This design comes from an exercise in tuning for small area, a short achievable clock period and few clock cycles on the open sky130 flow, not from production work.
No functional check of the RTL was part of any run shown here.

==> flow/design.v (outline; a module is shown in full before it is edited, if it fits) <==
// module lsq_ucode: 55 lines
// module lsq_div: 64 lines
// module lsq_mac: 3195 lines
// module lsq_sq12: 164 lines
// module lsq_mxy: 347 lines
// module lsq_mux: 579 lines
// module lsq_muu: 879 lines
// module lsq_add110: 1514 lines
// module lsq_add55: 420 lines
// module lsq_add34: 242 lines
// module lsq_add44: 320 lines
// module lsq_dsub: 823 lines
// module lsq_add22: 142 lines
// module lsq_add33: 236 lines
// module least_squares_parabola_fit_unit: 368 lines
module least_squares_parabola_fit_unit (
  input  logic                              clk,
  input  logic                              rst_n,
  input  logic                              in_valid,
  output logic                              in_ready,
  input  logic signed [lsq_pkg::XW-1:0]     in_point_x,
  input  logic signed [lsq_pkg::XW-1:0]     in_point_y,
  input  logic                              in_last_point,
  output logic                              out_valid,
  input  logic                              out_ready,
  output logic signed [lsq_pkg::CoefW-1:0]  out_coef_a,
  output logic signed [lsq_pkg::CoefW-1:0]  out_coef_b,
  output logic signed [lsq_pkg::CoefW-1:0]  out_coef_c,
  output logic                              out_singular
);
  // ...
==> flow/flow/run.sh <==
#!/bin/bash
set -euo pipefail
bash standard.sh SETUP_SLACK_MARGIN=5.8 finish > layout.log 2>&1
==> flow/standard.sh <==
#!/bin/bash
# synth_recipe.tcl (not shown) runs the flow's synth.tcl, then flattens the netlist and writes it again
# the make line also repeats each setting of config.mk as NAME=value (left out here)
make -C /OpenROAD-flow-scripts/flow DESIGN_CONFIG=/design/flow/config.mk WORK_HOME=/design/flow/orfs CLKGATE_MAP_FILE= SYNTH_SCRIPT=/design/flow/synth_recipe.tcl "${@:-finish}"
==> flow/config.mk <==
export PLATFORM = sky130hd
export DESIGN_NAME = least_squares_parabola_fit_unit
export DESIGN_NICKNAME = least_squares_parabola_fit_unit
export VERILOG_FILES = /design/flow/design.v
export SDC_FILE = /design/flow/constraint.sdc
export NUM_CORES = 8
export LEC_CHECK = 0
export CAP_MARGIN = 20
export CORE_MARGIN = 2
export CORE_UTILIZATION = 45
export CTS_BUF_LIST = sky130_fd_sc_hd__clkbuf_8
export CTS_CLUSTER_SIZE = 20
export SLEW_MARGIN = 20
==> flow/constraint.sdc <==
create_clock -name core_clock -period 10.0 [get_ports {clk}]
set_input_delay 2.0000 -clock core_clock [delete_from_list [all_inputs] [get_ports {clk}]]
set_output_delay 2.0000 -clock core_clock [all_outputs]
set_load 0.01 [all_outputs]
==> out/qor.yml, run 1 <==
worst_setup_path:
  cp.depth: 18
  endpoint: "u1[20]"
  cp.required_ns: 11.07
logic_synthesis:
  ys_types: 116
  async_flop_share_pct: 0
  syn_inst: 20850
  ys_ff_latch: 2806
cells_and_area:
  multi_input_area_share_pct: 54.49
  diodes: 36
  area_growth_pct: 13.27
  fill_cells: 40900
  register_area_um2: 72990
sta:
  finalClockSkew_ns: 0.1843
  worst_pin_slew_ns: 1.282
  slew_headroom_pct: 14.53
  timing.final.crit_period_ns: 4.578
floorplanning:
  initial_core_util_pct: 45.24
  tap-cell-count: 5976
  core_um2: 453100
route:
  vias_per_cell: 5.917
  drt-pass1-iter-count: 7
clocking:
  clk_latency_ns: 1.29
  cts.clk_slew.worst_paths_ns: 0.07
  cts_resized: 566
worst_hold_path:
  min_path_cells: 0
  hold_path_end: "b_sxy[6]"
global_route:
  top_usage_layer: "met2"
placement:
  dp_slack_ns: 3.847
status:
  outcome: "no timing/DRC/antenna violations"
==> run 2: changes to the inputs <==
==> flow/flow/run.sh (replaced) <==
#!/bin/bash
set -euo pipefail
bash standard.sh SETUP_SLACK_MARGIN=5.4 finish > layout.log 2>&1
==> run 2 against run 1 <==
Flip-flop and latch count unchanged. Final area down 3.1%. Still clean. Critical endpoint is now nreg[98]. Via count down 2.1%. Highest routed layer unchanged. Utilization down 1.6 points. Hold slack worse by 0.0050 ns. Area after synthesis unchanged. Register-to-register slack about the same.
==> out/qor.yml, run 2 <==
worst_setup_path:
  timing.rr.start: "acc_c[0]"
  path_class: "reg -> reg"
  path_max_fanout: 4
  cp_slowest_stage_delay_ns: 0.60
  start_kind: "flip-flop"
  cp.required_ns: 10.94  # -0.13 ns
  r2r-end: "nreg[98]"
  path_buf_inv: 2
  path_cells: "ha_2 > inv_1 > fa_1 > nor2b_2 > o31ai_1 > nand3_1 > a21oi_1 > o41ai_2 > a21oi_2 > o41a_1 > o21ai_4 > a311oi_4 > o31ai_2 > buf_4 > a31oi_2 > o31ai_1 > a21oi_1 > xnor2_1"
  cp.arrival_ns: 5.51
  worst_r2r_path_depth: 18
  cpLargestDelayFamily: "compound AO/OA/AOI/OAI gates"
  crit_start: "acc_c[0]"
  cp-end-kind: "flip-flop"
  reg2reg_slack_ns: 5.43
  slowest_stage: "o41a_1"
cells_and_area:
  fill_cells: 41800  # +2.2%
  final-instance-count-excl-fill: 27150
  area_growth_pct: 9.712
  drive_gt1_share_pct: 7.681
  mostFrequentLayoutCells: "xnor2_1, edfxtp_1, a22oi_1"
  largestRegisters: "acc_c x110, acc_s x110, nreg x110"
  final_common_cell: "xnor2_1"
  finish.net_count: 22480
global_route:
  grt_max_degree: 124
  first_global_vias: 153300
  overflow: 0
  grt_pass1_wl_mm: 1021
  track_usage_pct: 29.44
  antenna_found_initial: 47
worst_hold_path:
  hold_path_end: "b_sxy[27]"
  min_path_type: "reg -> reg"
  min_from: "sxy_s[27]"
  min_path_cells: 0  # unchanged
logic_synthesis:
  seq_area_frac_synth_pct: 35.52
  async_flop_share_pct: 0  # unchanged
  synthTopCellsByArea: "edfxtp_1, xnor2_1, dfxtp_1, fa_1, a22oi_1"
  syn_area_per_cell_um2: 9.831
  yosysTopAreaCellShare_pct: 24.34
  synth-edff-count: 1661
  ys_ff_latch: 2806  # unchanged
  synth_top_area_cell: "edfxtp_1"
  ys_types: 116  # unchanged
  yosysMostFrequentCell: "xnor2_1"
  syn_nets: 22590
  netlist_area_um2: 205000
  synth_common_cells: "xnor2_1, edfxtp_1, a22oi_1, nor2_1, nand2_1"
  syn_inst: 20850  # unchanged
  synth_flop_cell: "edfxtp_1"
  yosys_warnings: 5
clocking:
  ctsHtreeMaxLevel: 5
  cts_buffers: 478
  cts_tree: "yes"
  clk_latency_ns: 1.24  # -0.05 ns
  hold_buffers: 0
  clock_sinks: 2806
  cts_buffer_depth: 4
  cts.clk_slew.worst_paths_ns: 0.07  # about the same
  cts-root-buf: "clkbuf_8"
placement:
  hpwl_mm: 476.1
  portBuffers: 127
  dp_cells: 26100
  place.gp.congestion: 0.9660
floorplanning:
  num_rows: 247
  core_um2: 453100  # unchanged
  fp.dieW_um: 678.9
  die_y_um: 678.9
  io_pins: 128
  initial_core_util_pct: 45.24  # unchanged
  dieArea_um2: 460900
sta:
  timing.final.crit_period_ns: 4.568  # -0.009660 ns
  finalClockSkew_ns: 0.1235  # -0.06085 ns
  setup_violations: 0
  finalHoldViolCount: 0
  finalCritPeriodShare_pct: 45.68
  slew_headroom_pct: 16.11  # +1.6 points
  fmax_mhz: 218.9
  worst_pin_slew_ns: 1.255  # -0.02674 ns
  slew_viol_final: 0
  setup_tns_ns: 0
  rsz0062_at_grt: "yes"
route:
  drt-pass1-iter-count: 9  # +2
  drc: 0
  vias_per_cell: 5.865  # -0.88%
  drt_iter0_markers: 17640
  vias: 159200
  wl_per_cell_um: 25.89
  routed_wl_mm: 702.9
  ant_nets: 0
job:
  cap_violations: 0
status:
  outcome: "no timing/DRC/antenna violations"
## run 2: changes by cell type in the layout (fill, tap and decap cells not counted), moves of 37 or more
cell,before,now
a21oi_1,816,868
a21oi_2,57,19
buf_12,85,14
buf_4,580,408
dfxtp_1,1035,1090
dfxtp_2,88,42
ha_1,943,980
o21ai_0,558,635
o21ai_1,129,75
xnor2_1,3317,3414
xnor2_2,102,12
## run 2: cell type report
cell class | count | area, µm² | share of cell area [%]
Timing Repair Buffer | 621 | 5829 | 2.592
Multi-Input combinational cell | 15540 | 123700 | 54.99
Inverter | 1285 | 4877 | 2.169
Antenna cell | 18 | 45.04 | 0.02003
Sequential cell | 2806 | 72900 | 32.42
Tap cell | 5976 | 7477 | 3.325
Clock buffer | 552 | 7597 | 3.379
Clock inverter | 350 | 2476 | 1.101
## run 2: how the worst max path moves through the flow
stage,end,slack (ns),cells past startpoint
after floorplan,b_n[0],4.22,8
after global placement,u_div2.r[85],3.69,11
after detailed placement,u_div0.q[0],3.96,17
after CTS,u_div0.q[0],5.31,18
after global routing,u_div2.q[0],5.33,20
final,nreg[98],5.43,18
## run 2: repair_timing
action	4_1_cts	5_1_grt
setup buffers	58	53
endpoints found under the hold margin	0	0
setup endpoints to repair	427	263
gates cloned	12	7
gates resized for setup	133	194
pin swaps	29	72
## run 2: cell families after synthesis
group,after synthesis,synth area share [%]
flops,2806,35.52
buf+inv,2506,4.870
simple gates,4549,10.74
compound gates,4308,14.06
fa+ha+maj,2276,15.89
mux,70,0.3480
xor+xnor,4334,18.57
## run 2: routing by layer
layer	global-route usage [%]	wire (µm)	share of wire, %	vias to the layer above
met3	6.380	68960	9.8	1931
met5	0	151	0.021	-
met4	14.77	40240	5.7	24
li1	-	-	-	71750
met2	45.67	307600	44	7691
met1	38.77	286000	41	77850
## run 2: through the flow
step           setup WS (ns)  utilization [%]  hold slack, ns  area, µm²
2_1_floorplan          4.218                -          0.3855     205000
3_3_place_gp           3.693            46.77          0.3972     211900
3_5_place_dp           3.962            46.77          0.3944     211900
4_1_cts                5.308            49.32          0.4132     223500
5_1_grt                5.330            49.62          0.4179     224800
6_report               5.432            49.63          0.4043     224900
## run 2: worst register-to-register path: stages (launching register included)
cell and delay (ns):
dfxtp_1 0.36, ha_2 0.21, inv_1 0.06, fa_1 0.47, nor2b_2 0.16, o31ai_1 0.11, nand3_1 0.11, a21oi_1 0.13
o41ai_2 0.35, a21oi_2 0.19, o41a_1 0.60, o21ai_4 0.29, a311oi_4 0.18, o31ai_2 0.21, buf_4 0.17, a31oi_2 0.13
o31ai_1 0.29, a21oi_1 0.13, xnor2_1 0.14

==> static timing again, ports no longer ideal <==
In the flow no input, the clock included, has a driving cell. The finished layouts below were timed again as built, in two steps.
Step 1: set_driving_cell puts a clkbuf_16 on clk and a buf_2 on each other input, an assumption about the parent block.
Step 2 moves the port delays by t, midway between the first and last clock arrival at a register: inputs arrive t later, outputs are due t later. That takes back most of the time a late clock gives input paths.
Slacks: ideal ports / drivers / drivers and shift; pairs: ideal ports / drivers.
| run | t (ns) | slack for setup (ns) | hold slack, ns | clock arrival spread, ns | worst slew at a driven data input, ns |
|---|---|---|---|---|---|
| run 1 | 1.335 | 5.422 / 5.422 / 5.365 | 0.409 / 0.409 / 0.409 | 0.189 / 0.189 | 0.08 |
| run 2 | 1.285 | 5.432 / 5.432 / 5.406 | 0.404 / 0.404 / 0.404 | 0.124 / 0.124 | 0.08 |
After both steps every run listed still meets setup and hold. The setup slack of run 1, which loses most, moves by 0.000 ns with the drivers and by -0.057 ns with both steps.
